Background: an optimization exercise with open tools, aiming at small area, a short achievable clock period and few clock cycles per item. Do not read the settings as production practice.
Where RTL was checked, it was by simulation tests only, not by an equivalence proof against the original.
The RTL of runs 3 to 5 was laid out without a check of its function.
Power is estimated from default activity; no workload was simulated.

==> design.v <==
package rrss_pkg;
  localparam int NUM_SLOTS  = 16;
  localparam int SLOT_W     = 4;
  localparam logic [7:0] TIME_SLICE_RST = 8'd16;
  localparam logic [1:0] ACT_TICK  = 2'd0;
  localparam logic [1:0] ACT_SLEEP = 2'd1;
  localparam logic [1:0] ACT_EXIT  = 2'd2;
  localparam logic [1:0] ACT_FORK  = 2'd3;
endpackage
module rrss_ctrl (
  input  logic        start,
  input  logic [17:0] item_i,
  input  logic        ne_i,        
  output logic        step_o,      
  output logic        sw_o,        
  output logic        tick_o,
  output logic        sleep_o,
  output logic        fork_o,      
  output logic        t1_o         
);
  logic [1:0]  act;
  logic [15:0] ticks;
  assign act   = item_i[17:16];
  assign ticks = item_i[15:0];
  assign tick_o  = (act == rrss_pkg::ACT_TICK);
  assign sleep_o = (act == rrss_pkg::ACT_SLEEP);
  assign fork_o  = start & (act == rrss_pkg::ACT_FORK);
  assign step_o  = start & (act != rrss_pkg::ACT_FORK) & ((act != rrss_pkg::ACT_SLEEP) | (|ticks));
  assign sw_o    = step_o & ~(tick_o & ne_i);
  assign t1_o    = (ticks == 16'd1);
endmodule
module rrss_datapath (
  input  logic [15:0]     blk_i,
  input  logic [15:0]     rdy_i,
  input  logic [16*16-1:0] wake_i,
  input  logic [15:0]     step_i,
  input  logic [15:0]     ticks_i,
  input  logic            k2_i,
  input  logic [3:0]      last_i,
  input  logic [15:0]     above_i,
  input  logic [7:0]      slice_i,
  input  logic [7:0]      ts_i,
  output logic [15:0]     cd_blk_o,      
  output logic [15:0]     cd_rdy_o,
  output logic [15:0]     last_oh_o,
  output logic [15:0]     cur_oh_o,
  output logic [15:0]     found_oh_o,    
  output logic [15:0]     found_above_o,
  output logic [3:0]      found_idx_o,
  output logic            any_cand_o,
  output logic [15:0]     first_dead_o,
  output logic [3:0]      dead_idx_o,
  output logic            any_dead_o,
  output logic            ne_o,
  output logic [15:0]     step_inc_o,
  output logic [15:0]     wake_new_o,
  output logic [7:0]      slice_inc_o
);
  localparam int N = rrss_pkg::NUM_SLOTS;
  logic [N-1:0] due, cand, cand_hi, pre_hi, pre_all, first_hi, first_all, dead, pre_dead;
  logic         any_hi;
  assign step_inc_o  = step_i + 16'd1;
  assign wake_new_o  = step_i + ticks_i - 16'd2;
  assign slice_inc_o = slice_i + 8'd1;
  assign ne_o        = (slice_i != ts_i);
  always_comb begin
    for (int i = 0; i < N; i++) begin
      last_oh_o[i] = (last_i == 4'(i));
      cur_oh_o[i]  = ~above_i[i] & ((i == N-1) | above_i[(i+1) % N]);
      due[i]       = last_oh_o[i] ? k2_i : (wake_i[16*i +: 16] == step_i);
    end
  end
  assign cd_blk_o = blk_i & ~rdy_i;
  assign cd_rdy_o = rdy_i | (blk_i & due);
  assign cand    = rdy_i & ~16'b1;
  assign cand_hi = cand & above_i;
  assign dead    = ~blk_i & ~rdy_i;
  always_comb begin
    pre_hi[0]   = 1'b0;
    pre_all[0]  = 1'b0;
    pre_dead[0] = 1'b0;
    for (int i = 1; i < N; i++) begin
      pre_hi[i]   = pre_hi[i-1]   | cand_hi[i-1];
      pre_all[i]  = pre_all[i-1]  | cand[i-1];
      pre_dead[i] = pre_dead[i-1] | dead[i-1];
    end
  end
  assign first_hi     = cand_hi & ~pre_hi;
  assign first_all    = cand & ~pre_all;
  assign first_dead_o = dead & ~pre_dead;
  assign any_hi     = |cand_hi;
  assign any_cand_o = |cand;
  assign any_dead_o = |dead;
  assign found_oh_o    = any_hi ? first_hi : first_all;
  assign found_above_o = any_hi ? pre_hi : pre_all;
  always_comb begin
    found_idx_o = '0;
    dead_idx_o  = '0;
    for (int i = 0; i < N; i++) begin
      if (found_oh_o[i]) found_idx_o = found_idx_o | 4'(i);
      if (first_dead_o[i]) dead_idx_o = dead_idx_o | 4'(i);
    end
  end
endmodule
module round_robin_sleep_scheduler_unit (
  input  logic                clk_i,
  input  logic                rst_ni,
  input  logic                start,
  input  logic [17:0]         item_i,
  output logic                busy,
  input  logic                cfg_we_i,
  input  logic [7:0]          cfg_wdata_i,
  output logic                done_o,
  output logic [8:0]          result_o
);
  localparam int N = rrss_pkg::NUM_SLOTS;
  logic [N-1:0]    blk_q, rdy_q;
  logic [16*N-1:0] wake_q;
  logic [15:0]     step_q;
  logic [15:0]     ticks_q;
  logic            k2_q;
  logic [3:0]      last_q;
  logic [3:0]      cur_q;
  logic [N-1:0]    above_q;
  logic [7:0]      slice_q;
  logic [7:0]      ts_q;
  logic            done_q;
  logic [3:0]      new_slot_q;
  logic            failed_q;
  logic            step, sw, tick, sleep, fork_acc, t1, ne;
  logic [N-1:0]    cd_blk, cd_rdy, last_oh, cur_oh, found_oh, found_above, first_dead;
  logic [3:0]      found_idx, dead_idx;
  logic            any_cand, any_dead;
  logic [15:0]     step_inc, wake_new;
  logic [7:0]      slice_inc;
  logic [N-1:0]    pick_oh, pick_above;
  logic [3:0]      pick_idx;
  rrss_ctrl u_ctrl (
    .start   (start),
    .item_i  (item_i),
    .ne_i    (ne),
    .step_o  (step),
    .sw_o    (sw),
    .tick_o  (tick),
    .sleep_o (sleep),
    .fork_o  (fork_acc),
    .t1_o    (t1)
  );
  rrss_datapath u_dp (
    .blk_i         (blk_q),
    .rdy_i         (rdy_q),
    .wake_i        (wake_q),
    .step_i        (step_q),
    .ticks_i       (ticks_q),
    .k2_i          (k2_q),
    .last_i        (last_q),
    .above_i       (above_q),
    .slice_i       (slice_q),
    .ts_i          (ts_q),
    .cd_blk_o      (cd_blk),
    .cd_rdy_o      (cd_rdy),
    .last_oh_o     (last_oh),
    .cur_oh_o      (cur_oh),
    .found_oh_o    (found_oh),
    .found_above_o (found_above),
    .found_idx_o   (found_idx),
    .any_cand_o    (any_cand),
    .first_dead_o  (first_dead),
    .dead_idx_o    (dead_idx),
    .any_dead_o    (any_dead),
    .ne_o          (ne),
    .step_inc_o    (step_inc),
    .wake_new_o    (wake_new),
    .slice_inc_o   (slice_inc)
  );
  assign pick_oh    = any_cand ? found_oh : (tick ? cur_oh : 16'b1);
  assign pick_above = any_cand ? found_above : (tick ? above_q : ~16'b1);
  assign pick_idx   = any_cand ? found_idx : (tick ? cur_q : 4'd0);
  always_ff @(posedge clk_i or negedge rst_ni) begin
    if (!rst_ni) begin
      blk_q <= '0;
      rdy_q <= 16'b1;
    end else begin
      for (int i = 0; i < N; i++) begin
        if (step) begin
          if (sw & pick_oh[i]) begin
            blk_q[i] <= 1'b1;
            rdy_q[i] <= 1'b0;
          end else if (cur_oh[i]) begin
            blk_q[i] <= sleep | ~sw;
            rdy_q[i] <= (tick & sw) | (sleep & t1);
          end else begin
            blk_q[i] <= cd_blk[i];
            rdy_q[i] <= cd_rdy[i];
          end
        end else if (fork_acc & first_dead[i]) begin
          rdy_q[i] <= 1'b1;
        end
      end
      blk_q[0] <= 1'b0;
      if (step) begin
        if (sw & pick_oh[0]) begin
          rdy_q[0] <= 1'b1;
        end else if (cur_oh[0]) begin
          rdy_q[0] <= ~(sleep | tick) ? 1'b0 : 1'b1;
        end
      end
    end
  end
  always_ff @(posedge clk_i) begin
    ticks_q <= item_i[15:0];
    k2_q    <= (item_i[15:0] == 16'd2);
    for (int i = 0; i < N; i++) begin
      if (last_oh[i]) wake_q[16*i +: 16] <= wake_new;
    end
  end
  always_ff @(posedge clk_i or negedge rst_ni) begin
    if (!rst_ni) begin
      step_q   <= '0;
      last_q   <= '0;
      cur_q    <= '0;
      above_q  <= ~16'b1;
      slice_q  <= '0;
      ts_q     <= rrss_pkg::TIME_SLICE_RST;
      done_q   <= 1'b0;
    end else begin
      if (cfg_we_i) ts_q <= cfg_wdata_i;
      if (step) step_q <= step_inc;
      last_q <= cur_q;
      if (sw) begin
        cur_q    <= pick_idx;
        above_q  <= pick_above;
        slice_q  <= 8'd1;
      end else if (step) begin
        slice_q <= slice_inc;
      end
      done_q <= start;
    end
  end
  always_ff @(posedge clk_i) begin
    if (start) begin
      new_slot_q <= (fork_acc & any_dead) ? dead_idx : 4'd0;
      failed_q   <= fork_acc & ~any_dead;
    end
  end
  assign busy     = 1'b0;
  assign done_o   = done_q;
  assign result_o = {cur_q, new_slot_q, failed_q};
endmodule
==> config.mk <==
export PLATFORM = sky130hd
export DESIGN_NAME = round_robin_sleep_scheduler_unit
export DESIGN_NICKNAME = round_robin_sleep_scheduler_unit
export VERILOG_FILES = /design/flow/design.v
export SDC_FILE = /design/flow/constraint.sdc
export NUM_CORES = 4
export LEC_CHECK = 0
export CAP_MARGIN = 20
export CORE_MARGIN = 2
export CORE_UTILIZATION = 50
export CTS_CLUSTER_DIAMETER = 100
export CTS_CLUSTER_SIZE = 30
export SETUP_SLACK_MARGIN = 5
export SLEW_MARGIN = 20
==> constraint.sdc <==
create_clock -name core_clock -period 8.0 [get_ports {clk_i}]
set_input_delay 1.6000 -clock core_clock [delete_from_list [all_inputs] [get_ports {clk_i}]]
set_output_delay 1.6000 -clock core_clock [all_outputs]
set_load 0.01 [all_outputs]
==> run.sh <==
#!/bin/bash
# synth_recipe.tcl (not shown) runs the flow's synth.tcl, then flattens the netlist and writes it again
# the make line also repeats each setting of config.mk as NAME=value (left out here)
make -C /OpenROAD-flow-scripts/flow DESIGN_CONFIG=/design/flow/config.mk WORK_HOME=/design/flow/orfs CLKGATE_MAP_FILE= SYNTH_SCRIPT=/design/flow/synth_recipe.tcl finish
==> impl_results.md, run 1 <==
- Status: timing/DRC/antenna clean
- CTS max path bufs: 3
- Core Area: 33600 um^2
- Max VDD drop: 446 uV
- Cell Area, Synth: 17100 um^2
- Placed wire-length estimate: 30.4 mm
- Initial antenna violation count: 0
- Post-synth cell types: 86
- Final weighted congestion in routability-driven placement: 0.952
- Clk_skew: 15.1 ps
- Post-Syn Instances: 1423
- Post-synth EDFFs: 245
- MaxCap Viol Count: 0
- Routed vias: 11700
- Setup CP Type: in2reg
- Origin of the worst setup path: item_i[3]
- Crit path to: blk_q[2]
- Global-route wire length before repair: 72.7 mm
- Die area: 35600 um^2
- Hold crit path type: reg2reg
- Reg2reg end: wake_q[30]
- PD cells: 339 nW/um^2
- Crit-path max FO: 8
- Main synth FF type: edfxtp_1
- Final min period: 2930 ps
- Via density: 5.99
- Reg clk slew, reported paths: 110 ps
- Cts hold-fix bufs: 0
- CTS sink cnt: 349
- Register area share after synthesis: 58.0%
- Worst Setup End Kind: flip-flop
- Synth Area per Inst: 12.0 um^2
- Drt drc: 0
- Worst-margin pin slew: 1020 ps
- Required time worst endpoint: 8420 ps
- Synth Area in Compound Gates: 8.54%
- P&R area growth vs syn: 13.5%
- Post-synth net total: 1485
- Fin util: 57.6%
- Comb power frac: 39.7%
- Vias in the first global route: 11400
- Final setup violation count: 0
- Final WL: 48.6 mm
- Slew Limit Fails: 0
- F_max: 341 MHz
- Clock latency on the worst-skew pair: 530 ps
- Unrepaired setup endpoints after global routing: no
- Gr ovfl total: 0
- Max-slew headroom: 31.8%
- Commonest cells after routing, fill and taps aside: edfxtp_1 (245), xnor2_1 (147), xor2_1 (123), nor2_1 (78), buf_4 (75)
- Tcrit/Tclk final: 36.7%
- CTS buffer count: 16
- Async set-reset flop share out of synthesis: 24.9%
- Most common cell after layout, fill and taps aside: edfxtp_1
- RR Startpoint: step_q[2]
- R2R cell count: 14
- I/O pins: 41
- Post-route setup slack: 5070 ps
- Synth area leaders: edfxtp_1 (43%), dfrtp_1 (10%), xnor2_1 (8.0%), xor2_1 (6.4%), dfstp_2 (2.6%)
- Setup TNS: 0 ps
- Yosys top cell area share: 43.1%
- Final Hold Violating Endpoints: 0
- Synth warnings: 2
- Drt wl/cell: 24.9 um
- Critical Path Start Type: input pin
- Psw: 2.61 mW
- Die W: 189 um
- I/O Buffers: 39
- Worst EP arrival: 3360 ps
- Leakage: 6.91 nW
- Net count, final: 1560
- Starting Density: 50.8%
- Largest net degree at the start of global routing: 59
- Clock share of power: 15.1%
- Number of diodes: 0
- Synth Register Bits: 349
- R2R Setup Slk: 5080 ps
- Die H: 189 um
- Internal power: 3.95 mW
- GRT Total Usage: 27.6%
- XOR/XNOR Fraction of Synth Area: 14.4%
- # H-tree levels: 1
- Pre-CTS setup slack: 3400 ps
- Main combinational cell family by area after synthesis: XOR/XNOR gates
- Post-Synth Simple-Gate Area: 12.2%
- Initial DRT Pass Iterations: 6
- Multiplexer share of the synthesized area: 0.770%
- Layout cells sized above 1: 16.8%
- WHS: 522 ps
- Std-Cell Rows: 67
- Sw Ratio: 39.8%
- Post-synth top area cell: edfxtp_1
- Drt initial violations: 1288
- Antenna-violating nets left: 0
- Worst Hold Launch: above_q[3]
- CTS root buf: clkbuf_16
- Adder-Cell Fraction of Synth Area: 2.39%
- Seq pwr share: 45.3%
- CTS tree: built
## cell usage after synthesis, drive strengths merged (5+ instances only)
library cell    n
o21ai          61
nor3b           5
mux2            9
nor2b          12
a21oi          51
ha             31
dfrtp          70
nor3           48
and3           11
nor2           81
nand3          26
nand2b         15
dfstp          17
nand2          66
clkbuf         35
edfxtp        245
a21boi          5
inv            69
xnor2         156
o21a            5
or2             5
a21o            6
nor4           46
a211oi          8
a22oi          10
nand4          55
dfxtp          17
a31oi          16
o22ai           6
xor2          124
o31ai           7
buf            34
## worst max-delay path: stages
cell and delay, ps:
buf_6 100, nor4_4 270, nand4_1 150, buf_6 160
o31a_4 330, and3_4 250, o2111ai_4 110, o21ai_2 90
o32a_1 290
## power groups by stage
stage / Combinational [mW] / Clock [mW] / Sequential (mW)
finish: 2.60 / 0.988 / 2.97
global route: 2.78 / 1.06 / 3.01
CTS: 2.52 / 1.01 / 2.95
detailed placement: 2.41 / 0 / 3.00
global placement: 2.37 / 0 / 2.99
floorplan: 1.57 / 0 / 2.83
## how the worst min path moves through the flow
stage,end,slack [ps],cells past startpoint
floorplan,last_q[0],430,0
global placement,above_q[3],500,2
detailed placement,above_q[3],510,2
CTS,above_q[3],520,2
global route,last_q[3],550,1
finish,above_q[3],520,2
## state kept, by name, summed over array words and instances, names as in the netlist
signal and count:
done_q 1, blk_q 15, wake_q 240, cur_q 4, rdy_q 16, failed_q 1, ticks_q 16, ts_q 8
slice_q 8, step_q 16, last_q 4, above_q 15, k2_q 1, new_slot_q 4
## kinds of logic (layout without fill, tap and decap cells)
kind of cell,count (synthesis),count (layout)
buffers and inverters,138,221
muxes,12,12
xor gates and xnor gates,280,280
DFF,349,349
AOI/OAI and AO/OA,223,224
and+or+nand+nor,388,389
other,1,1
adders and majority gates,32,32
## area by class of cell
cell class	instances	area (um^2)
flip-flops and latches	349	9900
multi-input cells	938	7060
inverters	69	265
fillers	2752	14200
repair buffers	124	1090
well taps	448	561
clock buffers	22	444
clock inverters	6	53.8
## layer usage
layer  global-route usage [%]  routed length [um]
met4                     7.45                1360
met2                     43.3               22000
met1                     40.2               21500
met3                     4.21                3760
met5                        0                   0
## metrics by stage
step,power (mW),cells,instance area (um^2)
finish,6.56,1956,19400
global route,6.85,1956,19400
CTS,6.48,1948,19200
detailed placement,5.40,1888,18300
global placement,5.36,1888,18300
floorplan,4.40,1423,17400
## repair_timing
item	4_1_cts	5_1_grt
setup buffers	30	8
gates cloned	2	0
pin swaps	16	16
resized for setup	104	40
setup endpoints to repair	214	118
endpoints found under the hold margin	0	0
Testbench counts, summed over its fixed seeds: cycles 8,000, items 8,000.
==> run 2: changes to the inputs <==
--- a/config.mk
+++ b/config.mk
@@ -12,3 +12,4 @@
 export CTS_CLUSTER_SIZE = 30
 export SETUP_SLACK_MARGIN = 5
 export SLEW_MARGIN = 20
+export TNS_END_PERCENT = 50
==> run 2 against run 1 <==
Die area did not move. Wire length rose by 0.56%. Hold slack improved by 8.9 ps. Critical path depth fell by 8. Synthesized area did not move. Largest power group unchanged. Cell count rose by 0.31%. Sequential power barely moved. Via count rose by 0.20%. Core utilization rose by 0.12 points. Critical path type is now reg2out.
==> impl_results.md, run 2 <==
- Status: timing/DRC/antenna clean (unchanged)
- CTS sink cnt: 349 (unchanged)
- Initial antenna violation count: 1 (was 0)
- Worst-margin pin slew: 1060 ps (was 1020 ps)
- Unrepaired setup endpoints after global routing: yes (was no)
- Most common cell after layout, fill and taps aside: edfxtp_1 (unchanged)
- Post-Syn Instances: 1423 (unchanged)
- Clk_skew: 27.1 ps (was 15.1 ps)
- Drt wl/cell: 24.9 um (about the same)
- Worst Setup End Kind: output pin (was flip-flop)
- Yosys top cell area share: 43.1% (unchanged)
- Post-synth top area cell: edfxtp_1 (unchanged)
- Crit-path max FO: 2 (was 8)
- Synth Register Bits: 349 (unchanged)
- RR Startpoint: step_q[1] (was step_q[2])
- Synth Area per Inst: 12.0 um^2 (unchanged)
- R2R cell count: 15 (was 14)
- Max-slew headroom: 28.5% (was 31.8%)
- Net count, final: 1566 (was 1560)
- I/O pins: 41 (unchanged)
- Die H: 189 um (unchanged)
- Final setup violation count: 0 (unchanged)
- Worst EP arrival: 1460 ps (was 3360 ps)
- Family with the most delay on the worst path: buffers and inverters (was compound AO/OA/AOI/OAI gates)
- Max VDD drop: 444 uV (was 446 uV)
- Commonest cells after routing, fill and taps aside: edfxtp_1 (245), xnor2_1 (145), xor2_1 (123), nor2_1 (78), buf_4 (78) (was edfxtp_1 (245), xnor2_1 (147), xor2_1 (123), nor2_1 (78), buf_4 (75))
- Clock latency on the worst-skew pair: 520 ps (was 530 ps)
- Final min period: 3060 ps (was 2930 ps)
- Final Hold Violating Endpoints: 0 (unchanged)
- F_max: 327 MHz (was 341 MHz)
- Gr ovfl total: 0 (unchanged)
- GRT Total Usage: 27.6% (about the same)
- R2R Setup Slk: 5000 ps (was 5080 ps)
- CP Cell Sequence: clkdlybuf4s50_1 (was buf_6 -> nor4_4 -> nand4_1 -> buf_6 -> o31a_4 -> and3_4 -> o2111ai_4 -> o21ai_2 -> o32a_1)
- Setup CP Type: reg2out (was in2reg)
- Origin of the worst setup path: cur_q[0] (was item_i[3])
- CTS root buf: clkbuf_16 (unchanged)
- P&R area growth vs syn: 13.7% (was 13.5%)
- PD cells: 341 nW/um^2 (was 339 nW/um^2)
- Drt initial violations: 1300 (was 1288)
- Layout cells sized above 1: 16.4% (was 16.8%)
- CTS max path bufs: 3 (unchanged)
- Required time worst endpoint: 6400 ps (was 8420 ps)
- Slew Limit Fails: 0 (unchanged)
- CP max-delay cell: clkdlybuf4s50_1 (was o31a_4)
- Most frequent cell after synthesis: edfxtp_1 (unchanged)
- Number of diodes: 0 (unchanged)
- CTS tree: built (unchanged)
- I/O Buffers: 39 (unchanged)
- Register with the most flip-flops: wake_q (unchanged)
- Via density: 5.98 (was 5.99)
- Main synth FF type: edfxtp_1 (unchanged)
- Die area: 35600 um^2 (unchanged)
- Reg2reg end: wake_q[127] (was wake_q[30])
- Leakage: 6.91 nW (about the same)
- Placed cells: 1889 (was 1888)
- Async set-reset flop share out of synthesis: 24.9% (unchanged)
- Antenna-violating nets left: 0 (unchanged)
- Vias in the first global route: 11400 (about the same)
- Critical Path Start Type: flip-flop (was input pin)
- Drt drc: 0 (unchanged)
- Post-synth net total: 1485 (unchanged)
- Synth warnings: 2 (unchanged)
- Die W: 189 um (unchanged)
- Cell Area, Synth: 17100 um^2 (unchanged)
- Initial DRT Pass Iterations: 5 (was 6)
- Register area share after synthesis: 58.0% (unchanged)
- # fillers: 2746 (was 2752)
- Max reg flops: 240 (unchanged)
- Buffers plus inverters on the worst setup path: 1 (was 2)
- Largest net degree at the start of global routing: 54 (was 59)
- Std-Cell Rows: 67 (unchanged)
- Setup TNS: 0 ps (unchanged)
- Starting Density: 50.8% (unchanged)
- Hold crit path type: reg2reg (unchanged)
- Finished Layout Cells: 1962 (was 1956)
- Commonest cells post-synth: edfxtp_1 (245), xnor2_1 (156), xor2_1 (124) (unchanged)
- Global-route wire length before repair: 72.9 mm (was 72.7 mm)
- Reg clk slew, reported paths: 120 ps (was 110 ps)
- Tcrit/Tclk final: 38.3% (was 36.7%)
- Final weighted congestion in routability-driven placement: 0.910 (was 0.952)
- MaxCap Viol Count: 0 (unchanged)
- Core Area: 33600 um^2 (unchanged)
- Fin util: 57.8% (was 57.6%)
- Post-synth cell types: 86 (unchanged)
- Post-synth EDFFs: 245 (unchanged)
- Placed wire-length estimate: 30.7 mm (was 30.4 mm)
- Routed vias: 11700 (about the same)
- CP max stage delay: 530 ps (was 330 ps)
- CTS buffer count: 16 (unchanged)
- Worst Hold Depth: 2 (unchanged)
- # H-tree levels: 1 (unchanged)
- Worst Hold Launch: above_q[3] (unchanged)
- Final WL: 48.9 mm (was 48.6 mm)
- Hold Path Sink: above_q[3] (unchanged)
- Synth area leaders: edfxtp_1 (43%), dfrtp_1 (10%), xnor2_1 (8.0%), xor2_1 (6.4%), dfstp_2 (2.6%) (unchanged)
[run 2: cell counts after synthesis]
No cell type changed its count.
[run 2: worst max-delay path by stage]
stage	slack, ps	to	cells after the start
2_1_floorplan	4860	blk_q[2]	7
4_1_cts	4900	result_o[7]	1
5_1_grt	4910	wake_q[239]	15
3_3_place_gp	3120	above_q[7]	6
6_report	4940	result_o[5]	1
3_5_place_dp	3000	above_q[7]	6
[run 2: power by group]
group          switching (mW)  total [mW]  internal, mW
combinational            1.67        2.65         0.979
sequential              0.363        2.97          2.61
clock                   0.585       0.997         0.412
[run 2: logic make-up (layout without fill, tap and decap cells)]
logic type	Yosys count	in the layout	synth area share (%)
adders and majority gates	32	32	2.39
DFF	349	349	58.0
muxes	12	12	0.770
xor gates and xnor gates	280	280	14.4
and+or+nand+nor	388	389	12.2
other	1	1	0.0220
AOI/OAI and AO/OA	223	224	8.54
buffers and inverters	138	227	3.76
[run 2: what timing repair did]
item | 4_1_cts | 5_1_grt
buffers inserted | 30 | 12
hold buffers | 0 | 0
endpoints found under the setup margin | 200 | 97
pin swaps | 20 | 12
cloned | 3 | 0
endpoints found under the hold margin | 0 | 0
gates resized for setup | 122 | 18
[run 2: layout make-up]
type / instances / area (um^2) / share of cell area, %
sequential: 349 / 9900 / 51.0
multi-input combinational: 938 / 7020 / 36.2
timing repair buffer: 130 / 1160 / 5.98
tap: 448 / 561 / 2.89
clock buffer: 24 / 452 / 2.33
inverter: 69 / 265 / 1.37
clock inverter: 4 / 55.1 / 0.284
[run 2: stage by stage]
step	instance area, um^2	worst slack (ps)	total power, mW	hold WS [ps]
finish	19400	4940	6.62	531
global route	19400	4910	6.91	556
CTS	19300	4900	6.52	536
detailed placement	18300	3000	5.38	495
global placement	18200	3120	5.35	496
floorplan	17300	4860	4.38	434
[run 2: metal layers]
| layer | global-route usage (%) | up-vias | share of wire (%) |
|---|---|---|---|
| li1 | - | 5289 | - |
| met1 | 40.1 | 5924 | 44 |
| met2 | 44.3 | 470 | 47 |
| met3 | 3.71 | 54 | 7.4 |
| met4 | 6.55 | 0 | 2.4 |
| met5 | 0 | - | 0 |
==> run 3: changes to the inputs <==
--- a/design.v
+++ b/design.v
@@ -34,7 +34,7 @@
   input  logic [15:0]     rdy_i,
   input  logic [16*16-1:0] wake_i,
   input  logic [15:0]     step_i,
-  input  logic [15:0]     ticks_i,
+  input  logic [15:0]     ticks_i,       
   input  logic            k2_i,
   input  logic [3:0]      last_i,
   input  logic [15:0]     above_i,
@@ -59,8 +59,34 @@
   localparam int N = rrss_pkg::NUM_SLOTS;
   logic [N-1:0] due, cand, cand_hi, pre_hi, pre_all, first_hi, first_all, dead, pre_dead;
   logic         any_hi;
-  assign step_inc_o  = step_i + 16'd1;
-  assign wake_new_o  = step_i + ticks_i - 16'd2;
+  logic [15:0] inc_c, add_g, add_p, add_c;
+  always_comb begin
+    logic [15:0] g, p, g_n, p_n;
+    p = step_i;
+    for (int d = 1; d < 16; d = d * 2) begin
+      p_n = p;
+      for (int i = d; i < 16; i++) p_n[i] = p[i] & p[i-d];
+      p = p_n;
+    end
+    inc_c = {p[14:0], 1'b1};
+    g = step_i & ticks_i;
+    p = step_i ^ ticks_i;
+    add_p = p;
+    for (int d = 1; d < 16; d = d * 2) begin
+      g_n = g;
+      p_n = p;
+      for (int i = d; i < 16; i++) begin
+        g_n[i] = g[i] | (p[i] & g[i-d]);
+        p_n[i] = p[i] & p[i-d];
+      end
+      g = g_n;
+      p = p_n;
+    end
+    add_g = g;
+    add_c = {add_g[14:0], 1'b0};
+  end
+  assign step_inc_o  = step_i ^ inc_c;
+  assign wake_new_o  = add_p ^ add_c;
   assign slice_inc_o = slice_i + 8'd1;
   assign ne_o        = (slice_i != ts_i);
   always_comb begin
@@ -208,7 +234,7 @@
     end
   end
   always_ff @(posedge clk_i) begin
-    ticks_q <= item_i[15:0];
+    ticks_q <= item_i[15:0] - 16'd2;
     k2_q    <= (item_i[15:0] == 16'd2);
     for (int i = 0; i < N; i++) begin
       if (last_oh[i]) wake_q[16*i +: 16] <= wake_new;
--- a/config.mk
+++ b/config.mk
@@ -8,8 +8,5 @@
 export CAP_MARGIN = 20
 export CORE_MARGIN = 2
 export CORE_UTILIZATION = 50
-export CTS_CLUSTER_DIAMETER = 100
-export CTS_CLUSTER_SIZE = 30
 export SETUP_SLACK_MARGIN = 5
 export SLEW_MARGIN = 20
-export TNS_END_PERCENT = 50
==> run 3 against run 2 <==
Still clean. First-iteration DRC count is 24% higher. Critical path depth is 8 higher. Setup slack worse by 200 ps. Maximum frequency is 6.2% lower. Sequential power is 6% lower. Synthesized cell count is 3.4% lower. Design area is 4.8% higher. Clock skew is 8.8 ps lower. Critical path type is now in2reg.
==> impl_results.md, run 3 <==
- Status: timing/DRC/antenna clean (unchanged)
- # fillers: 2648 (was 2746)
- F_max: 306 MHz (was 327 MHz)
- Final WL: 49.7 mm (was 48.9 mm)
- Crit-path max FO: 6 (was 2)
- Leakage: 7.66 nW (was 6.91 nW)
- Commonest cells post-synth: edfxtp_1 (245), xor2_1 (196), xnor2_1 (98) (was edfxtp_1 (245), xnor2_1 (156), xor2_1 (124))
- Vias in the first global route: 11800 (was 11400)
- CP max stage delay: 560 ps (was 530 ps)
- Std-Cell Rows: 67 (unchanged)
- Drt initial violations: 1618 (was 1300)
- Slew Limit Fails: 0 (unchanged)
- PD cells: 323 nW/um^2 (was 341 nW/um^2)
- Routed vias: 11900 (was 11700)
- Unrepaired setup endpoints after global routing: yes (unchanged)
- Yosys top cell area share: 43.9% (was 43.1%)
- Synth Area per Inst: 12.2 um^2 (was 12.0 um^2)
- CTS sink cnt: 349 (unchanged)
- Setup CP Type: in2reg (was reg2out)
- Cell Area, Synth: 16800 um^2 (was 17100 um^2)
- Most common cell after layout, fill and taps aside: edfxtp_1 (unchanged)
- Antenna-violating nets left: 0 (unchanged)
- CTS buffer count: 40 (was 16)
- Reg clk slew, reported paths: 60 ps (was 120 ps)
- Final weighted congestion in routability-driven placement: 0.934 (was 0.910)
- CP max-delay cell: or4b_4 (was clkdlybuf4s50_1)
- Post-synth net total: 1423 (was 1485)
- # H-tree levels: 2 (was 1)
- Post-synth top area cell: edfxtp_1 (unchanged)
- I/O Buffers: 39 (unchanged)
- Die area: 35000 um^2 (was 35600 um^2)
- Async set-reset flop share out of synthesis: 24.9% (unchanged)
- Cts hold-fix bufs: 0 (unchanged)
- Final min period: 3260 ps (was 3060 ps)
- Initial antenna violation count: 3 (was 1)
- Setup TNS: 0 ps (unchanged)
- Worst EP arrival: 3680 ps (was 1460 ps)
- Most frequent cell after synthesis: edfxtp_1 (unchanged)
- Register area share after synthesis: 59.0% (was 58.0%)
- Tcrit/Tclk final: 40.8% (was 38.3%)
- Critical Path Start Type: input pin (was flip-flop)
- Synth Register Bits: 349 (unchanged)
- Hold crit path type: reg2reg (unchanged)
- Synth warnings: 2 (unchanged)
- Worst-margin pin slew: 965 ps (was 1060 ps)
- Synth area leaders: edfxtp_1 (44%), dfrtp_1 (10%), xor2_1 (10%), xnor2_1 (5.1%), dfstp_2 (2.7%) (was edfxtp_1 (43%), dfrtp_1 (10%), xnor2_1 (8.0%), xor2_1 (6.4%), dfstp_2 (2.6%))
- Largest net degree at the start of global routing: 62 (was 54)
- Net count, final: 1531 (was 1566)
- Post-route cell area: 20300 um^2 (was 19400 um^2)
- P&R area growth vs syn: 21.3% (was 13.7%)
- Main synth FF type: edfxtp_1 (unchanged)
- CTS root buf: clkbuf_16 (unchanged)
- Final Hold Violating Endpoints: 0 (unchanged)
- Via density: 6.06 (was 5.98)
- CTS max path bufs: 3 (unchanged)
- Die W: 187 um (was 189 um)
- CTS tree: built (unchanged)
- Required time worst endpoint: 8420 ps (was 6400 ps)
- Final setup violation count: 0 (unchanged)
- Die H: 187 um (was 189 um)
- Register with the most flip-flops: wake_q (unchanged)
- Post-Syn Instances: 1374 (was 1423)
- Drt drc: 0 (unchanged)
- Worst Setup End Kind: flip-flop (was output pin)
- Max reg flops: 240 (unchanged)
- I/O pins: 41 (unchanged)
- MaxCap Viol Count: 0 (unchanged)
- Drt wl/cell: 25.3 um (was 24.9 um)
- Gr ovfl total: 0 (unchanged)
- DP Area: 18100 um^2 (was 18300 um^2)
- CP Cell Sequence: buf_8 -> or4b_4 -> nor4_4 -> buf_4 -> buf_6 -> a31o_4 -> a21oi_4 -> nor4b_4 -> a221o_1 (was clkdlybuf4s50_1)
- Post-synth EDFFs: 245 (unchanged)
- Core Area: 33300 um^2 (was 33600 um^2)
- Max-slew headroom: 35.6% (was 28.5%)
- Global-route wire length before repair: 74.5 mm (was 72.9 mm)
- Commonest cells after routing, fill and taps aside: edfxtp_1 (245), xor2_1 (195), xnor2_1 (86), nor2_1 (76), dfrtp_1 (66) (was edfxtp_1 (245), xnor2_1 (145), xor2_1 (123), nor2_1 (78), buf_4 (78))
- Initial DRT Pass Iterations: 9 (was 5)
- Fin util: 61.1% (was 57.8%)
- Placed wire-length estimate: 29.5 mm (was 30.7 mm)
- Starting Density: 50.4% (was 50.8%)
- Post-synth cell types: 78 (was 86)
- Max VDD drop: 221 uV (was 444 uV)
- GRT Total Usage: 28.5% (was 27.6%)
- Clock latency on the worst-skew pair: 540 ps (was 520 ps)
- Layout cells sized above 1: 19.8% (was 16.4%)
- Clk_skew: 18.3 ps (was 27.1 ps)
run 3: worst max-delay path: cells and delay by family:
| kind | cells | cell delay (ps) |
|---|---|---|
| AND/OR/NAND/NOR | 3 | 1090 |
| AO/OA/AOI/OAI | 3 | 600 |
| buffers and inverters | 3 | 390 |
run 3: where the power goes:
part           internal [mW]  total (mW)  switching [mW]
Clock                   1.07        1.81           0.739
Sequential              2.46        2.78           0.316
Combinational          0.702        1.99            1.29
run 3: layout make-up:
type	count	area, um^2	area share [%]
timing repair buffer	129	1290	6.32
sequential	349	9900	48.7
clock buffer	60	1160	5.69
tap	448	561	2.76
antenna	2	5.00	0.0246
clock inverter	13	129	0.634
multi-input combinational	944	7230	35.6
inverter	18	67.6	0.332
run 3: worst paths after layout:
kind                                  from          to  slack, ps  cells after the start
worst max register to register   rdy_q[14]    cur_q[0]       5000                      8
worst min-delay path              cur_q[3]   last_q[3]        460                      0
worst max-delay path            item_i[14]    cur_q[0]       4740                      9
min in group asynchronous           rst_ni  slice_q[1]        960                      1
worst min register to register    cur_q[3]   last_q[3]        460                      0
max in group asynchronous           rst_ni    cur_q[2]       5820                      2
run 3: metal layers:
layer	wire, um	track usage (%)
met5	0	0
met4	1260	8.36
met3	4640	5.31
met2	22500	44.0
met1	21300	41.4
run 3: cells by family (layout without fill, tap and decap cells):
kind of cell	after synthesis	after routing	share of synthesized area (%)
flops	349	349	59.0
mux	10	10	0.664
fa+ha+maj	19	19	1.46
xor+xnor	294	294	15.4
compound gates	222	223	9.01
simple gates	396	397	12.4
buf+inv	83	220	2.05
other cells	1	3	0.0224
run 3: timing repair:
item	in CTS	in global routing
pin swaps	32	22
setup buffers	30	11
resized for setup	129	47
gates cloned	4	2
endpoints found under the setup margin	159	131
run 3: metrics by stage:
stage | total power [mW] | setup slack, ps | std cells | hold WS [ps]
after floorplan | 3.88 | 4540 | 1374 | 435
after CTS | 6.50 | 4800 | 1948 | 464
final | 6.57 | 4740 | 1963 | 456
after global routing | 6.84 | 4690 | 1961 | 481
after detailed placement | 4.63 | 3400 | 1841 | 492
after global placement | 4.61 | 3470 | 1841 | 505
==> run 4: changes to the inputs <==
--- a/design.v
+++ b/design.v
@@ -37,12 +37,15 @@
   input  logic [15:0]     ticks_i,       
   input  logic            k2_i,
   input  logic [3:0]      last_i,
+  input  logic [3:0]      last2_i,
+  input  logic [15:0]     wsum_i,        
   input  logic [15:0]     above_i,
   input  logic [7:0]      slice_i,
   input  logic [7:0]      ts_i,
   output logic [15:0]     cd_blk_o,      
   output logic [15:0]     cd_rdy_o,
   output logic [15:0]     last_oh_o,
+  output logic [15:0]     last2_oh_o,
   output logic [15:0]     cur_oh_o,
   output logic [15:0]     found_oh_o,    
   output logic [15:0]     found_above_o,
@@ -59,41 +62,19 @@
   localparam int N = rrss_pkg::NUM_SLOTS;
   logic [N-1:0] due, cand, cand_hi, pre_hi, pre_all, first_hi, first_all, dead, pre_dead;
   logic         any_hi;
-  logic [15:0] inc_c, add_g, add_p, add_c;
-  always_comb begin
-    logic [15:0] g, p, g_n, p_n;
-    p = step_i;
-    for (int d = 1; d < 16; d = d * 2) begin
-      p_n = p;
-      for (int i = d; i < 16; i++) p_n[i] = p[i] & p[i-d];
-      p = p_n;
-    end
-    inc_c = {p[14:0], 1'b1};
-    g = step_i & ticks_i;
-    p = step_i ^ ticks_i;
-    add_p = p;
-    for (int d = 1; d < 16; d = d * 2) begin
-      g_n = g;
-      p_n = p;
-      for (int i = d; i < 16; i++) begin
-        g_n[i] = g[i] | (p[i] & g[i-d]);
-        p_n[i] = p[i] & p[i-d];
-      end
-      g = g_n;
-      p = p_n;
-    end
-    add_g = g;
-    add_c = {add_g[14:0], 1'b0};
-  end
-  assign step_inc_o  = step_i ^ inc_c;
-  assign wake_new_o  = add_p ^ add_c;
+  logic         wsum_due;
+  assign wsum_due = (wsum_i == step_i);
+  assign step_inc_o  = step_i + 16'd1;
+  assign wake_new_o  = step_i + ticks_i;
   assign slice_inc_o = slice_i + 8'd1;
   assign ne_o        = (slice_i != ts_i);
   always_comb begin
     for (int i = 0; i < N; i++) begin
-      last_oh_o[i] = (last_i == 4'(i));
+      last_oh_o[i]  = (last_i == 4'(i));
+      last2_oh_o[i] = (last2_i == 4'(i));
       cur_oh_o[i]  = ~above_i[i] & ((i == N-1) | above_i[(i+1) % N]);
-      due[i]       = last_oh_o[i] ? k2_i : (wake_i[16*i +: 16] == step_i);
+      due[i]       = last_oh_o[i] ? k2_i
+                   : (last2_oh_o[i] ? wsum_due : (wake_i[16*i +: 16] == step_i));
     end
   end
   assign cd_blk_o = blk_i & ~rdy_i;
@@ -145,7 +126,8 @@
   logic [15:0]     step_q;
   logic [15:0]     ticks_q;
   logic            k2_q;
-  logic [3:0]      last_q;
+  logic [3:0]      last_q, last2_q;
+  logic [15:0]     wsum_q;
   logic [3:0]      cur_q;
   logic [N-1:0]    above_q;
   logic [7:0]      slice_q;
@@ -154,7 +136,7 @@
   logic [3:0]      new_slot_q;
   logic            failed_q;
   logic            step, sw, tick, sleep, fork_acc, t1, ne;
-  logic [N-1:0]    cd_blk, cd_rdy, last_oh, cur_oh, found_oh, found_above, first_dead;
+  logic [N-1:0]    cd_blk, cd_rdy, last_oh, last2_oh, cur_oh, found_oh, found_above, first_dead;
   logic [3:0]      found_idx, dead_idx;
   logic            any_cand, any_dead;
   logic [15:0]     step_inc, wake_new;
@@ -180,12 +162,15 @@
     .ticks_i       (ticks_q),
     .k2_i          (k2_q),
     .last_i        (last_q),
+    .last2_i       (last2_q),
+    .wsum_i        (wsum_q),
     .above_i       (above_q),
     .slice_i       (slice_q),
     .ts_i          (ts_q),
     .cd_blk_o      (cd_blk),
     .cd_rdy_o      (cd_rdy),
     .last_oh_o     (last_oh),
+    .last2_oh_o    (last2_oh),
     .cur_oh_o      (cur_oh),
     .found_oh_o    (found_oh),
     .found_above_o (found_above),
@@ -236,14 +221,16 @@
   always_ff @(posedge clk_i) begin
     ticks_q <= item_i[15:0] - 16'd2;
     k2_q    <= (item_i[15:0] == 16'd2);
+    wsum_q  <= wake_new;
     for (int i = 0; i < N; i++) begin
-      if (last_oh[i]) wake_q[16*i +: 16] <= wake_new;
+      if (last2_oh[i]) wake_q[16*i +: 16] <= wsum_q;
     end
   end
   always_ff @(posedge clk_i or negedge rst_ni) begin
     if (!rst_ni) begin
       step_q   <= '0;
       last_q   <= '0;
+      last2_q  <= '0;
       cur_q    <= '0;
       above_q  <= ~16'b1;
       slice_q  <= '0;
@@ -252,7 +239,8 @@
     end else begin
       if (cfg_we_i) ts_q <= cfg_wdata_i;
       if (step) step_q <= step_inc;
-      last_q <= cur_q;
+      last_q  <= cur_q;
+      last2_q <= last_q;
       if (sw) begin
         cur_q    <= pick_idx;
         above_q  <= pick_above;
==> flow/run.sh (new file) <==
#!/bin/bash
set -euo pipefail
export SETUP_SLACK_MARGIN=5.5
bash standard.sh > standard_flow.log 2>&1
==> standard.sh (new file) <==
#!/bin/bash
# synth_recipe.tcl (not shown) runs the flow's synth.tcl, then flattens the netlist and writes it again
# the make line also repeats each setting of config.mk as NAME=value (left out here)
make -C /OpenROAD-flow-scripts/flow DESIGN_CONFIG=/design/flow/config.mk WORK_HOME=/design/flow/orfs CLKGATE_MAP_FILE= SYNTH_SCRIPT=/design/flow/synth_recipe.tcl "${@:-finish}"
--- a/config.mk
+++ b/config.mk
@@ -8,5 +8,4 @@
 export CAP_MARGIN = 20
 export CORE_MARGIN = 2
 export CORE_UTILIZATION = 50
-export SETUP_SLACK_MARGIN = 5
 export SLEW_MARGIN = 20
removed: run.sh
==> run 4 against run 3 <==
Core utilization decreased by 0.15 points. First-iteration DRC count decreased by 23%. Design area increased by 3.8%. Clock power increased by 2%. Via count increased by 3.1%. Highest routed layer unchanged. Global-route usage decreased by 1.2 points. Register-to-register slack improved by 50 ps. Sequential power increased by 11%.
==> impl_results.md, run 4 <==
- Slew Limit Fails: 0 (unchanged)
- Register with the most flip-flops: wake_q (unchanged)
- Finished Layout Cells: 2067 (was 1963)
- Core Area: 34600 um^2 (was 33300 um^2)
- Net count, final: 1630 (was 1531)
- Placed wire-length estimate: 29.6 mm (was 29.5 mm)
- DP Area: 18700 um^2 (was 18100 um^2)
- CP Cell Sequence: buf_8 -> or4_4 -> nor4_4 -> a41oi_2 -> and2_4 -> buf_12 -> and2_4 -> a221o_1 (was buf_8 -> or4b_4 -> nor4_4 -> buf_4 -> buf_6 -> a31o_4 -> a21oi_4 -> nor4b_4 -> a221o_1)
- Worst Setup End Kind: flip-flop (unchanged)
- I/O pins: 41 (unchanged)
- CTS tree: built (unchanged)
- Critical Path Start Type: input pin (unchanged)
- Most common cell after layout, fill and taps aside: xor2_1 (was edfxtp_1)
- PD cells: 319 nW/um^2 (was 323 nW/um^2)
- Final min period: 3220 ps (was 3260 ps)
- Final WL: 49.7 mm (about the same)
- Cell Area, Synth: 17600 um^2 (was 16800 um^2)
- Async set-reset flop share out of synthesis: 24.7% (was 24.9%)
- Synth warnings: 2 (unchanged)
- Total Power: 6.74 mW (was 6.57 mW)
- Post-route cell area: 21100 um^2 (was 20300 um^2)
- Final setup violation count: 0 (unchanged)
- Max reg flops: 240 (unchanged)
- Setup CP Type: in2reg (unchanged)
- Worst-margin pin slew: 1130 ps (was 965 ps)
- Setup TNS: 0 ps (unchanged)
- Gr ovfl total: 0 (unchanged)
- Tcrit/Tclk final: 40.2% (was 40.8%)
- Antenna-violating nets left: 0 (unchanged)
- Drt initial violations: 1242 (was 1618)
- Hold crit path type: reg2reg (unchanged)
- Most frequent cell after synthesis: xor2_1 (was edfxtp_1)
- Drt wl/cell: 24.1 um (was 25.3 um)
- Post-synth EDFFs: 245 (unchanged)
- CTS max path bufs: 3 (unchanged)
- Number of diodes: 0 (was 2)
- Initial DRT Pass Iterations: 5 (was 9)
- Status: timing/DRC/antenna clean (unchanged)
- Synth area leaders: edfxtp_1 (42%), xor2_1 (13%), dfrtp_1 (10%), dfxtp_1 (3.7%), dfstp_2 (2.5%) (was edfxtp_1 (44%), dfrtp_1 (10%), xor2_1 (10%), xnor2_1 (5.1%), dfstp_2 (2.7%))
- Synth Register Bits: 369 (was 349)
- Leakage: 8.23 nW (was 7.66 nW)
- Die H: 192 um (was 187 um)
- Post-Syn Instances: 1467 (was 1374)
- Std-Cell Rows: 68 (was 67)
- # fillers: 2740 (was 2648)
- Required time worst endpoint: 8410 ps (was 8420 ps)
- GRT Total Usage: 27.3% (was 28.5%)
- Clk_skew: 11.9 ps (was 18.3 ps)
- P&R area growth vs syn: 19.6% (was 21.3%)
- CP max-delay cell: or4_4 (was or4b_4)
- CTS sink cnt: 369 (was 349)
- Post-synth net total: 1516 (was 1423)
- Commonest cells post-synth: xor2_1 (266), edfxtp_1 (245), nor2_1 (91) (was edfxtp_1 (245), xor2_1 (196), xnor2_1 (98))
- Global-route wire length before repair: 74.1 mm (was 74.5 mm)
- CTS buffer count: 41 (was 40)
- Final weighted congestion in routability-driven placement: 0.931 (was 0.934)
- Worst EP arrival: 3630 ps (was 3680 ps)
- Most frequent cell on the critical path: and2_4
- Die W: 192 um (was 187 um)
- Vias in the first global route: 11900 (was 11800)
- Max-slew headroom: 24.2% (was 35.6%)
- I/O Buffers: 39 (unchanged)
- Synth Area per Inst: 12.0 um^2 (was 12.2 um^2)
- Final Hold Violating Endpoints: 0 (unchanged)
- Register area share after synthesis: 58.5% (was 59.0%)
- Unrepaired setup endpoints after global routing: yes (unchanged)
- Commonest cells after routing, fill and taps aside: xor2_1 (266), edfxtp_1 (245), buf_4 (81), nor2_1 (79) (was edfxtp_1 (245), xor2_1 (195), xnor2_1 (86), nor2_1 (76), dfrtp_1 (66))
- Clock latency on the worst-skew pair: 530 ps (was 540 ps)
- Placed cells: 1925 (was 1841)
- Max VDD drop: 201 uV (was 221 uV)
- Drt drc: 0 (unchanged)
- Post-synth cell types: 75 (was 78)
- MaxCap Viol Count: 0 (unchanged)
- Via density: 5.93 (was 6.06)
- WHS: 489 ps (was 456 ps)
- Main synth FF type: edfxtp_1 (unchanged)
- # H-tree levels: 2 (unchanged)
- Crit-path max FO: 7 (was 6)
- Largest net degree at the start of global routing: 76 (was 62)
- CTS root buf: clkbuf_16 (unchanged)
- Initial antenna violation count: 0 (was 3)
- F_max: 311 MHz (was 306 MHz)
- Layout cells sized above 1: 21.2% (was 19.8%)
- Cts hold-fix bufs: 0 (unchanged)
- Yosys top cell area share: 41.7% (was 43.9%)
- CP max stage delay: 550 ps (was 560 ps)
- Routed vias: 12300 (was 11900)
- Starting Density: 51.0% (was 50.4%)
- Reg clk slew, reported paths: 60 ps (about the same)
- Post-synth top area cell: edfxtp_1 (unchanged)
- Die area: 36800 um^2 (was 35000 um^2)
run 4: cell count changes after synthesis, sizes merged, moves of 6 or more:
cell | previous run | this run
or3 | 6 | 22
o221ai | 1 | 8
o21ai | 62 | 69
nand4 | 43 | 25
xor2 | 196 | 266
a21o | 10 | 4
dfxtp | 17 | 33
nand2 | 68 | 75
xnor2 | 98 | 43
nor4 | 54 | 73
buf | 21 | 45
clkbuf | 44 | 27
run 4: kinds of logic (layout without fill, tap and decap cells):
family                     count (synthesis)  after routing  share of synthesized area, %
DFF                                      369            369                          58.5
adders and majority gates                 19             19                          1.39
other                                      1              1                        0.0213
xor gates and xnor gates                 309            309                          15.3
buffers and inverters                     92            232                          2.28
and+or+nand+nor                          436            441                          13.1
muxes                                     19             19                          1.18
AOI/OAI and AO/OA                        222            222                          8.27
run 4: stage by stage:
stage,setup WS (ps),utilization (%)
CTS,4680,59.5
global route,4750,61.0
detailed placement,2980,53.9
global placement,3050,53.9
floorplan,4500,-
finish,4780,61.0
run 4: final cells by class:
class | instances | area, um^2 | share of cell area (%)
Sequential cell | 369 | 10300 | 49.0
Timing Repair Buffer | 138 | 1240 | 5.87
Clock inverter | 27 | 253 | 1.20
Multi-Input combinational cell | 1011 | 7580 | 35.9
Tap cell | 455 | 569 | 2.70
Clock buffer | 47 | 1050 | 4.97
Inverter | 20 | 75.1 | 0.356
run 4: repair_timing:
action | CTS | global route
resized for setup | 171 | 88
cloned | 4 | 3
pin swaps | 28 | 46
buffers inserted | 39 | 22
endpoints found under the setup margin | 104 | 98
run 4: worst max-delay path: cells and delay by family:
family	cells	cell delay, ps
simple gates	4	1240
buf+inv	2	230
compound gates	2	550
run 4: power breakdown:
part	switching [mW]	total [mW]	internal (mW)
Combinational	1.06	1.80	0.744
Clock	0.749	1.85	1.10
Sequential	0.542	3.09	2.55
run 4: metal layers:
layer,GRT usage [%],up-vias,part of all wire (%)
li1,-,5601,-
met1,37.7,6095,43
met2,45.3,447,48
met3,3.12,115,5.6
met4,8.93,0,3.3
met5,0,-,0
run 4: path summary, 6_finish.rpt:
kind / slack (ps) / end / startpoint / cells after the start
min in group asynchronous: 940 / blk_q[14] / rst_ni / 1
max reg2reg: 5050 / cur_q[0] / rdy_q[7] / 8
max: 4780 / blk_q[8] / item_i[10] / 8
min: 490 / last2_q[0] / last_q[0] / 0
min reg2reg: 490 / last2_q[0] / last_q[0] / 0
max in group asynchronous: 6030 / rdy_q[1] / rst_ni / 2
==> run 5: changes to the inputs <==
--- a/design.v
+++ b/design.v
@@ -39,7 +39,7 @@
   input  logic [3:0]      last_i,
   input  logic [3:0]      last2_i,
   input  logic [15:0]     wsum_i,        
-  input  logic [15:0]     above_i,
+  input  logic [3:0]      cur_i,
   input  logic [7:0]      slice_i,
   input  logic [7:0]      ts_i,
   output logic [15:0]     cd_blk_o,      
@@ -48,7 +48,6 @@
   output logic [15:0]     last2_oh_o,
   output logic [15:0]     cur_oh_o,
   output logic [15:0]     found_oh_o,    
-  output logic [15:0]     found_above_o,
   output logic [3:0]      found_idx_o,
   output logic            any_cand_o,
   output logic [15:0]     first_dead_o,
@@ -62,6 +61,7 @@
   localparam int N = rrss_pkg::NUM_SLOTS;
   logic [N-1:0] due, cand, cand_hi, pre_hi, pre_all, first_hi, first_all, dead, pre_dead;
   logic         any_hi;
+  logic [N-1:0] above;
   logic         wsum_due;
   assign wsum_due = (wsum_i == step_i);
   assign step_inc_o  = step_i + 16'd1;
@@ -72,7 +72,8 @@
     for (int i = 0; i < N; i++) begin
       last_oh_o[i]  = (last_i == 4'(i));
       last2_oh_o[i] = (last2_i == 4'(i));
-      cur_oh_o[i]  = ~above_i[i] & ((i == N-1) | above_i[(i+1) % N]);
+      cur_oh_o[i]  = (cur_i == 4'(i));
+      above[i]     = (cur_i < 4'(i));
       due[i]       = last_oh_o[i] ? k2_i
                    : (last2_oh_o[i] ? wsum_due : (wake_i[16*i +: 16] == step_i));
     end
@@ -80,7 +81,7 @@
   assign cd_blk_o = blk_i & ~rdy_i;
   assign cd_rdy_o = rdy_i | (blk_i & due);
   assign cand    = rdy_i & ~16'b1;
-  assign cand_hi = cand & above_i;
+  assign cand_hi = cand & above;
   assign dead    = ~blk_i & ~rdy_i;
   always_comb begin
     pre_hi[0]   = 1'b0;
@@ -99,7 +100,6 @@
   assign any_cand_o = |cand;
   assign any_dead_o = |dead;
   assign found_oh_o    = any_hi ? first_hi : first_all;
-  assign found_above_o = any_hi ? pre_hi : pre_all;
   always_comb begin
     found_idx_o = '0;
     dead_idx_o  = '0;
@@ -129,19 +129,18 @@
   logic [3:0]      last_q, last2_q;
   logic [15:0]     wsum_q;
   logic [3:0]      cur_q;
-  logic [N-1:0]    above_q;
   logic [7:0]      slice_q;
   logic [7:0]      ts_q;
   logic            done_q;
   logic [3:0]      new_slot_q;
   logic            failed_q;
   logic            step, sw, tick, sleep, fork_acc, t1, ne;
-  logic [N-1:0]    cd_blk, cd_rdy, last_oh, last2_oh, cur_oh, found_oh, found_above, first_dead;
+  logic [N-1:0]    cd_blk, cd_rdy, last_oh, last2_oh, cur_oh, found_oh, first_dead;
   logic [3:0]      found_idx, dead_idx;
   logic            any_cand, any_dead;
   logic [15:0]     step_inc, wake_new;
   logic [7:0]      slice_inc;
-  logic [N-1:0]    pick_oh, pick_above;
+  logic [N-1:0]    pick_oh;
   logic [3:0]      pick_idx;
   rrss_ctrl u_ctrl (
     .start   (start),
@@ -164,7 +163,7 @@
     .last_i        (last_q),
     .last2_i       (last2_q),
     .wsum_i        (wsum_q),
-    .above_i       (above_q),
+    .cur_i         (cur_q),
     .slice_i       (slice_q),
     .ts_i          (ts_q),
     .cd_blk_o      (cd_blk),
@@ -173,7 +172,6 @@
     .last2_oh_o    (last2_oh),
     .cur_oh_o      (cur_oh),
     .found_oh_o    (found_oh),
-    .found_above_o (found_above),
     .found_idx_o   (found_idx),
     .any_cand_o    (any_cand),
     .first_dead_o  (first_dead),
@@ -185,7 +183,6 @@
     .slice_inc_o   (slice_inc)
   );
   assign pick_oh    = any_cand ? found_oh : (tick ? cur_oh : 16'b1);
-  assign pick_above = any_cand ? found_above : (tick ? above_q : ~16'b1);
   assign pick_idx   = any_cand ? found_idx : (tick ? cur_q : 4'd0);
   always_ff @(posedge clk_i or negedge rst_ni) begin
     if (!rst_ni) begin
@@ -232,7 +229,6 @@
       last_q   <= '0;
       last2_q  <= '0;
       cur_q    <= '0;
-      above_q  <= ~16'b1;
       slice_q  <= '0;
       ts_q     <= rrss_pkg::TIME_SLICE_RST;
       done_q   <= 1'b0;
@@ -243,7 +239,6 @@
       last2_q <= last_q;
       if (sw) begin
         cur_q    <= pick_idx;
-        above_q  <= pick_above;
         slice_q  <= 8'd1;
       end else if (step) begin
         slice_q <= slice_inc;
==> run.sh (new file) <==
#!/bin/bash
# synth_recipe.tcl (not shown) runs the flow's synth.tcl, then flattens the netlist and writes it again
# the make line also repeats each setting of config.mk as NAME=value (left out here)
make -C /OpenROAD-flow-scripts/flow DESIGN_CONFIG=/design/flow/config.mk WORK_HOME=/design/flow/orfs CLKGATE_MAP_FILE= SYNTH_SCRIPT=/design/flow/synth_recipe.tcl finish
--- a/config.mk
+++ b/config.mk
@@ -8,4 +8,7 @@
 export CAP_MARGIN = 20
 export CORE_MARGIN = 2
 export CORE_UTILIZATION = 50
+export CTS_CLUSTER_DIAMETER = 80
+export CTS_CLUSTER_SIZE = 25
+export SETUP_SLACK_MARGIN = 5
 export SLEW_MARGIN = 20
removed: flow/run.sh
removed: standard.sh
==> run 5 against run 4 <==
Clock skew is 6.5 ps higher. First-iteration DRC count rose by 43%. Cell count shrank 2.9%. Design area is 6.9% lower. Sequential share of layout area grew 1.6 points. Die area decreased by 1.6%. Via count rose by 1.2%. Maximum frequency up 4.6%. Clock-buffer cell count is 18 lower. Setup slack improved by 140 ps. Total power fell by 14%.
==> impl_results.md, run 5 <==
- Worst Setup End Kind: flip-flop (unchanged)
- Drt drc: 0 (unchanged)
- Final setup violation count: 0 (unchanged)
- Max reg flops: 240 (unchanged)
- Reg2reg end: rdy_q[7] (was cur_q[0])
- Layout cells sized above 1: 15.3% (was 21.2%)
- Cell Area, Synth: 17400 um^2 (was 17600 um^2)
- Routed vias: 12400 (was 12300)
- Setup CP Type: in2reg (unchanged)
- Most frequent cell after synthesis: edfxtp_1 (was xor2_1)
- Final Hold Violating Endpoints: 0 (unchanged)
- Async set-reset flop share out of synthesis: 21.5% (was 24.7%)
- Post-synth top area cell: edfxtp_1 (unchanged)
- Synth warnings: 2 (unchanged)
- Register area share after synthesis: 57.2% (was 58.5%)
- Initial DRT Pass Iterations: 5 (unchanged)
- Yosys top cell area share: 42.4% (was 41.7%)
- Register with the most flip-flops: wake_q (unchanged)
- Drt initial violations: 1776 (was 1242)
- Largest net degree at the start of global routing: 77 (was 76)
- Starting Density: 50.5% (was 51.0%)
- I/O pins: 41 (unchanged)
- CTS root buf: clkbuf_16 (unchanged)
- Number of diodes: 0 (unchanged)
- Critical Path Start Type: input pin (unchanged)
- Synth area leaders: edfxtp_1 (42%), xnor2_1 (11%), dfrtp_1 (11%), xor2_1 (4.5%), dfxtp_1 (3.8%) (was edfxtp_1 (42%), xor2_1 (13%), dfrtp_1 (10%), dfxtp_1 (3.7%), dfstp_2 (2.5%))
- Net count, final: 1588 (was 1630)
- CTS max path bufs: 3 (unchanged)
- R2R cell count: 6 (was 8)
- Post-Syn Instances: 1452 (was 1467)
- Commonest cells after routing, fill and taps aside: edfxtp_1 (245), xnor2_1 (218), xor2_1 (90), buf_4 (90), nor2_1 (88) (was xor2_1 (266), edfxtp_1 (245), buf_4 (81), nor2_1 (79))
- Std-Cell Rows: 68 (unchanged)
- Final WL: 50.5 mm (was 49.7 mm)
- Worst Hold Depth: 1 (was 0)
- WL met3: 4.54 mm (was 2.81 mm)
- Core Area: 34400 um^2 (was 34600 um^2)
- Post-route setup slack: 4920 ps (was 4780 ps)
- R2R Setup Slk: 5030 ps (was 5050 ps)
- Final weighted congestion in routability-driven placement: 0.930 (was 0.931)
- Gr ovfl total: 0 (unchanged)
- Commonest cells post-synth: edfxtp_1 (245), xnor2_1 (218), nor2_1 (90), xor2_1 (90), nand2_1 (75) (was xor2_1 (266), edfxtp_1 (245), nor2_1 (91))
- Clock latency on the worst-skew pair: 540 ps (was 530 ps)
- Antenna-violating nets left: 0 (unchanged)
- Hold crit path type: reg2reg (unchanged)
- Tcrit/Tclk final: 38.4% (was 40.2%)
- Die H: 190 um (was 192 um)
- PD cells: 296 nW/um^2 (was 319 nW/um^2)
- Leakage: 6.89 nW (was 8.23 nW)
- Global-route wire length before repair: 73.6 mm (was 74.1 mm)
- Drt wl/cell: 25.2 um (was 24.1 um)
- F_max: 325 MHz (was 311 MHz)
- Synth Register Bits: 354 (was 369)
- Worst-margin pin slew: 1060 ps (was 1130 ps)
- Placed wire-length estimate: 30.4 mm (was 29.6 mm)
- Origin of the worst setup path: item_i[5] (was item_i[10])
- Slew Limit Fails: 0 (unchanged)
- Final min period: 3080 ps (was 3220 ps)
- Worst EP arrival: 3510 ps (was 3630 ps)
- GRT Total Usage: 27.6% (was 27.3%)
- Met1 WL: 22.2 mm (was 21.5 mm)
- Crit-path max FO: 5 (was 7)
- MaxCap Viol Count: 0 (unchanged)
- Total Power: 5.81 mW (was 6.74 mW)
- Post-synth cell types: 85 (was 75)
- CTS buffer count: 20 (was 41)
- Reg clk slew, reported paths: 100 ps (was 60 ps)
- Max VDD drop: 150 uV (was 201 uV)
- CTS tree: built (unchanged)
- Die W: 190 um (was 192 um)
- Setup TNS: 0 ps (unchanged)
- Vias in the first global route: 11400 (was 11900)
- Synth Area per Inst: 11.9 um^2 (was 12.0 um^2)
- Main synth FF type: edfxtp_1 (unchanged)
- Highest routed layer: met5 (was met4)
- # H-tree levels: 1 (was 2)
- Most common cell after layout, fill and taps aside: edfxtp_1 (was xor2_1)
- Via density: 6.18 (was 5.93)
- Worst Hold Launch: ticks_q[0] (was last_q[0])
- Pre-CTS setup slack: 3300 ps (was 2980 ps)
- I/O Buffers: 39 (unchanged)
- Status: timing/DRC/antenna clean (unchanged)
- Post-synth net total: 1501 (was 1516)
- Max-slew headroom: 29.0% (was 24.2%)
- Clk_skew: 18.3 ps (was 11.9 ps)
- P&R area growth vs syn: 13.3% (was 19.6%)
- Post-synth EDFFs: 245 (unchanged)
- Die area: 36200 um^2 (was 36800 um^2)
- Unrepaired setup endpoints after global routing: yes (unchanged)
- Hold Path Sink: wsum_q[0] (was last2_q[0])
- CTS sink cnt: 354 (was 369)
- Required time worst endpoint: 8430 ps (was 8410 ps)
- RR Startpoint: rdy_q[4] (was rdy_q[7])
- Initial antenna violation count: 0 (unchanged)
- Met2 wire len: 22.5 mm (was 23.8 mm)
## run 5: cell count changes after synthesis, sizes merged, moves of 8 or more
cell | before | now
or3 | 22 | 9
dfstp | 17 | 2
xor2 | 266 | 90
nand4 | 25 | 59
xnor2 | 43 | 218
nand3 | 23 | 38
nor4 | 73 | 45
nor3 | 49 | 41
## run 5: worst max-delay path, stage by stage
cell and delay, ps:
buf_2 130, nor4_4 300, nand4b_1 170, buf_6 170
o211a_4 280, and2_4 170, o211a_1 140, or2_4 260
a2111o_1 280
## run 5: what timing repair did
| item | CTS | global route |
|---|---|---|
| hold buffers | 0 | 0 |
| endpoints found under the setup margin | 72 | 51 |
| gates cloned | 2 | 4 |
| endpoints found under the hold margin | 0 | 0 |
| buffers inserted | 37 | 15 |
| gates resized for setup | 114 | 44 |
| pin swaps | 9 | 22 |
## run 5: how the worst max path moves through the flow
stage	end	slack [ps]	cells past startpoint
after floorplan	cur_q[1]	4490	9
after global placement	blk_q[8]	3410	8
after detailed placement	blk_q[8]	3300	8
after CTS	cur_q[1]	4980	8
after global routing	cur_q[2]	4870	9
final	cur_q[1]	4920	9
## run 5: cells by family after synthesis
family	Yosys count	synth area share (%)
AO/OA/AOI/OAI	223	8.86
XOR/XNOR	308	15.5
multiplexers	19	1.18
other	1	0.0216
buffers and inverters	96	2.60
AND/OR/NAND/NOR	432	13.2
flip-flops	354	57.2
adder cells (fa/ha/maj)	19	1.41
## run 5: where the power goes
group	internal, mW	switching (mW)	leakage, nW
Sequential	2.39	0.324	3.46
Clock	0.513	0.644	0.309
Combinational	0.710	1.23	3.12
Total	3.62	2.20	6.89
## run 5: through the flow
stage,cells,util (%),hold WS [ps],cell area [um^2]
final,2008,57.2,452,19700
after CTS,1989,56.4,460,19400
after detailed placement,1914,53.4,433,18400
after global placement,1914,53.4,425,18400
after floorplan,1452,-,352,17500
after global routing,2008,57.2,479,19700
## run 5: layer usage
layer	vias up	GRT usage, %
li1	5525	-
met2	629	42.8
met1	6160	41.2
met4	2	5.58
met5	-	0
met3	91	4.53
## run 5: final cells by class
class	instances	area, um^2
fillers	2880	14700
flip-flops and latches	354	9940
multi-input cells	1008	7350
repair buffers	136	1090
well taps	455	569
clock buffers	29	556
clock inverters	7	86.3
inverters	19	71.3

==> port drivers added, routing unchanged <==
The results above use ideal ports. As a check the final layouts listed here were re-extracted and re-timed, cells and wires unchanged. Step 1, drivers: a clkbuf_16 drives clk_i and a buf_2 each remaining input, both assumed. Step 2 adds t to the input delays and takes it off the output delays; t is the mean of the earliest and latest rising clock arrival at the registers after step 1. Input paths then give back, and output paths get back, about the clock's delay inside the block. Three values: no drivers, after step 1, after step 2; two values: the first two.
| run | t, ns | slack for setup (ns) | worst setup path after step 2 | worst slew at a driven data input, ns |
|---|---|---|---|---|
| run 1 | 0.577 | 5.066 / 5.079 / 4.510 | input to register | 0.04 |
| run 2 | 0.566 | 4.938 / 4.885 / 4.430 | input to register | 0.04 |
| run 3 | 0.586 | 4.737 / 4.751 / 4.165 | input to register | 0.06 |
| run 4 | 0.577 | 4.781 / 4.794 / 4.217 | input to register | 0.06 |
| run 5 | 0.588 | 4.924 / 4.948 / 4.360 | input to register | 0.05 |
After both steps every run listed still meets setup and hold. The setup slack of run 3, which loses most, moves by +0.014 ns with the drivers and by -0.572 ns with both steps.
